What follows belongs to an exercise in optimizing a design on an open flow for small area and a short achievable clock period; a production flow would make more cautious choices.
At most, simulation tests tie the RTL to the original design; equivalence was not proved.
Power and IR drop assume default switching activity.

run 1:
==> flow/design.v (excerpt) <==
module cdma_img_fifo_128x11
(
  input  logic             clk,
  input  logic             reset,
  input  logic             wr_req,
  output logic             wr_ready,
  input  logic [cdma_img_fifo_128x11_pkg::WIDTH-1:0] wr_data,
  output logic             rd_req,
  input  logic             rd_ready,
  output logic [cdma_img_fifo_128x11_pkg::WIDTH-1:0] rd_data,
  input  logic [31:0]      pwrbus_ram_pd
);
  logic  wr_req_in_r;                        
  cdma_img_fifo_128x11_pkg::data_t wr_data_in_r;
  logic  wr_ready_r;                         
  logic  wr_full_r;                          
  cdma_img_fifo_128x11_pkg::cnt_t  wr_count_r;
  logic [7:0]  wr_lo_r;                      
  logic [15:0] wr_hi_r;                      
  logic  wr_popping_r;                       
  logic  rd_pushing_r;                       
  cdma_img_fifo_128x11_pkg::cnt_t  rd_count_r;
  logic [7:0]  rd_lo_r;                      
  logic [15:0] rd_hi_r;                      
  logic  rd_req_p_r;                         
  logic  rd_req_int_r;                       
  cdma_img_fifo_128x11_pkg::data_t rd_data_r;
  cdma_img_fifo_128x11_pkg::data_t ram_q_s;
  logic  wr_accept_s;
  logic  wr_reserving_s;
  logic  wr_inc_s;
  logic  wr_dec_s;
  logic  wr_full_next_s;
  logic  wr_req_in_next_s;
  cdma_img_fifo_128x11_pkg::cnt_t  wr_count_next_s;
  logic  rd_popping_s;
  logic  rd_inc_s;
  logic  rd_dec_s;
  cdma_img_fifo_128x11_pkg::cnt_t  rd_count_next_s;
  logic  rd_req_p_next_s;
  logic  rd_req_int_next_s;
  always_comb begin
    wr_accept_s      = wr_req & wr_ready_r;
    wr_reserving_s   = wr_req_in_r & ~wr_full_r;
    wr_inc_s         = wr_reserving_s & ~wr_popping_r;
    wr_dec_s         = wr_popping_r & ~wr_reserving_s;
    if (wr_inc_s) begin
      wr_count_next_s = wr_count_r + 8'd1;
    end else if (wr_dec_s) begin
      wr_count_next_s = wr_count_r - 8'd1;
    end else begin
      wr_count_next_s = wr_count_r;
    end
    wr_full_next_s   = wr_full_r ? ~wr_popping_r : (wr_inc_s & (wr_count_r == 8'd127));
    wr_req_in_next_s = wr_accept_s | (wr_req_in_r & wr_full_r);
  end
  ...
Size: ~1500 flip-flops, roughly 60 I/O pins, ~55000 um^2 of cells after synthesis.
==> flow/config.mk <==
export PLATFORM = sky130hd
export DESIGN_NAME = cdma_img_fifo_128x11
export DESIGN_NICKNAME = cdma_img_fifo_128x11
export VERILOG_FILES = /design/flow/design.v
export SDC_FILE = /design/flow/constraint.sdc
export NUM_CORES = 4
export LEC_CHECK = 0
export ABC_CLOCK_PERIOD_IN_PS = 2200
export CAP_MARGIN = 20
export CORE_MARGIN = 2
export CORE_UTILIZATION = 55
export CTS_CLUSTER_DIAMETER = 60
export CTS_CLUSTER_SIZE = 34
export SETUP_SLACK_MARGIN = 2.0
export SLEW_MARGIN = 20
==> flow/constraint.sdc <==
create_clock -name core_clock -period 4.2 [get_ports {clk}]
set_input_delay 0.8400 -clock core_clock [delete_from_list [all_inputs] [get_ports {clk}]]
set_output_delay 0.8400 -clock core_clock [all_outputs]
set_load 0.01 [all_outputs]
run.sh (not shown) runs the stock make flow with config.mk's settings and CLKGATE_MAP_FILE= SYNTH_SCRIPT=/design/flow/synth_recipe.tcl, a recipe that flattens the netlist after the stock synthesis.
Run 1 reached the end of the flow, and the finished layout is clean on the timing, design-rule and antenna checks.
Relative to run 1, the following input files were edited for run 2:
--- a/flow/config.mk
+++ b/flow/config.mk
@@ -11,4 +11,2 @@
 export CORE_UTILIZATION = 55
-export CTS_CLUSTER_DIAMETER = 60
-export CTS_CLUSTER_SIZE = 34
 export SETUP_SLACK_MARGIN = 2.0
[summary]
Going from run 1 to run 2, the reported leakage power was found to have gone up by about 3%. Compared to run 1, run 2 has utilization 0.83 points higher. Summary — synthesis-to-finish area growth, run 2 relative to run 1: higher, by 1.5 points. Compared to run 1, run 2 has clock period minus worst slack 0.028 ns higher. From run 2 to run 1, compound-cell area share of the yosys netlist did not move at all. Between run 1 and run 2, the die extent in y does not differ in any meaningful way. Run 2 falls short of run 1 in worst hold slack. Run 2 vs run 1 — proportion of cell area occupied by multi-input gates dropped 0.41 points.
No run of this note included a check of the RTL's function; only the layout flow was run.

========
the previous run:
The RTL this note starts from:
==> flow/design.v <==
package cdma_img_fifo_128x11_pkg;
  localparam int DEPTH  = 128;
  localparam int WIDTH  = 11;
  localparam int ADDR_W = 7;
  localparam int CNT_W  = 8;
  typedef logic [ADDR_W-1:0] addr_t;
  typedef logic [CNT_W-1:0]  cnt_t;
  typedef logic [WIDTH-1:0]  data_t;
  localparam cnt_t FULL_CNT = 8'd128;
endpackage
module ram_128x11
(
  input  logic        clk,
  input  logic [7:0]  wlo,
  input  logic [15:0] whi,
  input  logic        we,
  input  logic [10:0] di,
  input  logic [7:0]  rlo,
  input  logic [15:0] rhi,
  input  logic [15:0] rhi2,
  output logic [10:0] qa,
  output logic [10:0] qb
);
  logic [10:0] mem_r [128];
  logic [10:0] grp_s [8];
  always_ff @(posedge clk) begin
    for (int k = 0; k < 128; k++) begin
      if (we & whi[k/8] & wlo[k%8]) begin
        mem_r[k] <= di;
      end
    end
  end
  always_comb begin
    for (int i = 0; i < 8; i++) begin
      grp_s[i] = '0;
      for (int j = 0; j < 16; j++) begin
        grp_s[i] = grp_s[i] | (mem_r[8*j+i] & {11{(i < 4) ? rhi[j] : rhi2[j]}});
      end
    end
    qa = '0;
    qb = '0;
    for (int i = 0; i < 4; i++) begin
      qa = qa | (grp_s[i] & {11{rlo[i]}});
      qb = qb | (grp_s[i+4] & {11{rlo[i+4]}});
    end
  end
endmodule
module cdma_img_fifo_128x11
(
  input  logic             clk,
  input  logic             reset,
  input  logic             wr_req,
  output logic             wr_ready,
  input  logic [cdma_img_fifo_128x11_pkg::WIDTH-1:0] wr_data,
  output logic             rd_req,
  input  logic             rd_ready,
  output logic [cdma_img_fifo_128x11_pkg::WIDTH-1:0] rd_data,
  input  logic [31:0]      pwrbus_ram_pd
);
  logic  wr_req_in_r;                        
  cdma_img_fifo_128x11_pkg::data_t wr_data_in_r;
  logic  wr_ready_r;                         
  logic  wr_full_r;                          
  cdma_img_fifo_128x11_pkg::cnt_t  wr_count_r;
  logic [7:0]  wr_lo_r;                      
  logic [15:0] wr_hi_r;                      
  logic  wr_popping_r;                       
  logic  rd_pushing_r;                       
  cdma_img_fifo_128x11_pkg::cnt_t  rd_count_r;
  logic [7:0]  rd_lo_r;                      
  logic [15:0] rd_hi_r;                      
  logic [15:0] rd_hi2_r;                     
  logic  rd_req_p_r;                         
  logic  rd_req_int_r;                       
  cdma_img_fifo_128x11_pkg::data_t rd_data_a_r;    
  cdma_img_fifo_128x11_pkg::data_t rd_data_b_r;    
  cdma_img_fifo_128x11_pkg::data_t ram_qa_s;
  cdma_img_fifo_128x11_pkg::data_t ram_qb_s;
  logic  wr_accept_s;
  logic  wr_reserving_s;
  logic  wr_inc_s;
  logic  wr_dec_s;
  logic  wr_full_next_s;
  logic  wr_req_in_next_s;
  cdma_img_fifo_128x11_pkg::cnt_t  wr_count_next_s;
  logic  rd_popping_s;
  logic  rd_inc_s;
  logic  rd_dec_s;
  cdma_img_fifo_128x11_pkg::cnt_t  rd_count_next_s;
  logic  rd_req_p_next_s;
  logic  rd_req_int_next_s;
  function automatic [7:0] cnt_inc(input [7:0] c);
    for (int i = 0; i < 8; i++) begin
      cnt_inc[i] = c[i] ^ ((c & ((8'd1 << i) - 8'd1)) == ((8'd1 << i) - 8'd1));
    end
  endfunction
  function automatic [7:0] cnt_dec(input [7:0] c);
    for (int i = 0; i < 8; i++) begin
      cnt_dec[i] = c[i] ^ ((c & ((8'd1 << i) - 8'd1)) == 8'd0);
    end
  endfunction
  always_comb begin
    wr_accept_s      = wr_req & wr_ready_r;
    wr_reserving_s   = wr_req_in_r & ~wr_full_r;
    wr_inc_s         = wr_reserving_s & ~wr_popping_r;
    wr_dec_s         = wr_popping_r & ~wr_reserving_s;
    if (wr_inc_s) begin
      wr_count_next_s = cnt_inc(wr_count_r);
    end else if (wr_dec_s) begin
      wr_count_next_s = cnt_dec(wr_count_r);
    end else begin
      wr_count_next_s = wr_count_r;
    end
    wr_full_next_s   = wr_full_r ? ~wr_popping_r : (wr_inc_s & (wr_count_r == 8'd127));
    wr_req_in_next_s = wr_accept_s | (wr_req_in_r & wr_full_r);
  end
  always_ff @(posedge clk) begin
    if (reset) begin
      wr_req_in_r  <= 1'b0;
      wr_ready_r   <= 1'b1;
      wr_full_r    <= 1'b0;
      wr_count_r   <= 8'd0;
      wr_lo_r      <= 8'd1;
      wr_hi_r      <= 16'd1;
      wr_popping_r <= 1'b0;
    end else begin
      wr_req_in_r  <= wr_req_in_next_s;
      wr_ready_r   <= ~(wr_req_in_next_s & wr_full_next_s);
      wr_full_r    <= wr_full_next_s;
      wr_count_r   <= wr_count_next_s;
      if (wr_reserving_s) begin
        wr_lo_r <= {wr_lo_r[6:0], wr_lo_r[7]};
        if (wr_lo_r[7]) wr_hi_r <= {wr_hi_r[14:0], wr_hi_r[15]};
      end
      wr_popping_r <= rd_popping_s;
    end
  end
  always_ff @(posedge clk) begin
    if (wr_accept_s) begin
      wr_data_in_r <= wr_data;
    end
  end
  always_comb begin
    rd_popping_s      = rd_req_p_r & (~rd_req_int_r | rd_ready);
    rd_inc_s          = rd_pushing_r & ~rd_popping_s;
    rd_dec_s          = rd_popping_s & ~rd_pushing_r;
    if (rd_inc_s) begin
      rd_count_next_s = cnt_inc(rd_count_r);
    end else if (rd_dec_s) begin
      rd_count_next_s = cnt_dec(rd_count_r);
    end else begin
      rd_count_next_s = rd_count_r;
    end
    rd_req_p_next_s   = rd_pushing_r | (rd_req_p_r & ~(rd_popping_s & (rd_count_r == 8'd1)));
    rd_req_int_next_s = rd_popping_s | (rd_req_int_r & ~rd_ready);
  end
  always_ff @(posedge clk) begin
    if (reset) begin
      rd_pushing_r <= 1'b0;
      rd_count_r   <= 8'd0;
      rd_lo_r      <= 8'd1;
      rd_hi_r      <= 16'd1;
      rd_hi2_r     <= 16'd1;
      rd_req_p_r   <= 1'b0;
      rd_req_int_r <= 1'b0;
    end else begin
      rd_pushing_r <= wr_reserving_s;
      rd_count_r   <= rd_count_next_s;
      if (rd_popping_s) begin
        rd_lo_r <= {rd_lo_r[6:0], rd_lo_r[7]};
        if (rd_lo_r[7]) rd_hi_r <= {rd_hi_r[14:0], rd_hi_r[15]};
        if (rd_lo_r[7]) rd_hi2_r <= {rd_hi2_r[14:0], rd_hi2_r[15]};
      end
      rd_req_p_r   <= rd_req_p_next_s;
      rd_req_int_r <= rd_req_int_next_s;
    end
  end
  ram_128x11 u_ram (
    .clk  (clk),
    .wlo  (wr_lo_r),
    .whi  (wr_hi_r),
    .we   (wr_reserving_s),
    .di   (wr_data_in_r),
    .rlo  (rd_lo_r),
    .rhi  (rd_hi_r),
    .rhi2 (rd_hi2_r),
    .qa   (ram_qa_s),
    .qb   (ram_qb_s)
  );
  always_ff @(posedge clk) begin
    rd_data_a_r <= rd_popping_s ? ram_qa_s : (rd_data_a_r & {11{rd_req_int_r}});
    rd_data_b_r <= rd_popping_s ? ram_qb_s : (rd_data_b_r & {11{rd_req_int_r}});
  end
  assign wr_ready = wr_ready_r;
  assign rd_req   = rd_req_int_r;
  assign rd_data  = rd_data_a_r | rd_data_b_r;
endmodule
Settings: LEC_CHECK=0, ABC_CLOCK_PERIOD_IN_PS=2200, CAP_MARGIN=20, CORE_MARGIN=2, CORE_UTILIZATION=65, CTS_CLUSTER_DIAMETER=80, CTS_CLUSTER_SIZE=28, SETUP_SLACK_MARGIN=2.2, SLEW_MARGIN=20; clock period 4.2 ns.
Setup changes, the previous run to the current run
# the previous run
export LEC_CHECK = 0
export ABC_CLOCK_PERIOD_IN_PS = 2200
export CAP_MARGIN = 20
export CORE_MARGIN = 2
export CORE_UTILIZATION = 65
export CTS_CLUSTER_DIAMETER = 80
export CTS_CLUSTER_SIZE = 28
export SETUP_SLACK_MARGIN = 2.2
export SLEW_MARGIN = 20
create_clock -name core_clock -period 4.2 [get_ports {clk}]
# the current run
export LEC_CHECK = 0
export ABC_CLOCK_PERIOD_IN_PS = 2200
export CAP_MARGIN = 20
export CORE_MARGIN = 2
export CORE_UTILIZATION = 65
export CTS_CLUSTER_DIAMETER = 80
export CTS_CLUSTER_SIZE = 28
export SETUP_SLACK_MARGIN = 2.0
export SLEW_MARGIN = 20
create_clock -name core_clock -period 4.2 [get_ports {clk}]
[summary]
Looking at final instance area, the current run sits about 4% below the previous run. From the previous run to the current run the numbers moved as follows: non-clock buffer share of cell area shows a reduction of 2.5 points, total power consumption of the routed design comparable, maximum frequency grew by 0.54%, worst hold slack shows no meaningful change.

==> what the ideal ports hide <==
No port has a modelled driver above. Below, the same layouts with a new extraction and two added sets of constraints. Step 1 assumes that a clkbuf_16 drives the clock port and a buf_2 every other input. Step 2 also shifts input and output timing later by t, the mid clock arrival at the registers, as if the neighbouring blocks saw the same clock. Three values: ideal, step 1, step 2; two values: the first two.
| run | t, ns | slack for setup (ns) | hold WS [ns] | latest minus earliest clock arrival (ns) |
|---|---|---|---|---|
| run 1 | 0.798 | 1.756 / 1.756 / 1.312 | 0.491 / 0.491 / 0.491 | 0.036 / 0.035 |
| run 2 | 0.844 | 1.728 / 1.728 / 1.252 | 0.486 / 0.486 / 0.486 | 0.030 / 0.030 |
| the previous run | 0.748 | 1.896 / 1.830 / 1.538 | 0.520 / 0.520 / 0.520 | 0.027 / 0.027 |
| the current run | 0.756 | 1.908 / 1.832 / 1.355 | 0.518 / 0.518 / 0.518 | 0.029 / 0.030 |
After both steps setup and hold are still met in every run listed. The setup slack of the current run, which loses most, moves by -0.076 ns with the drivers and by -0.553 ns with both steps.
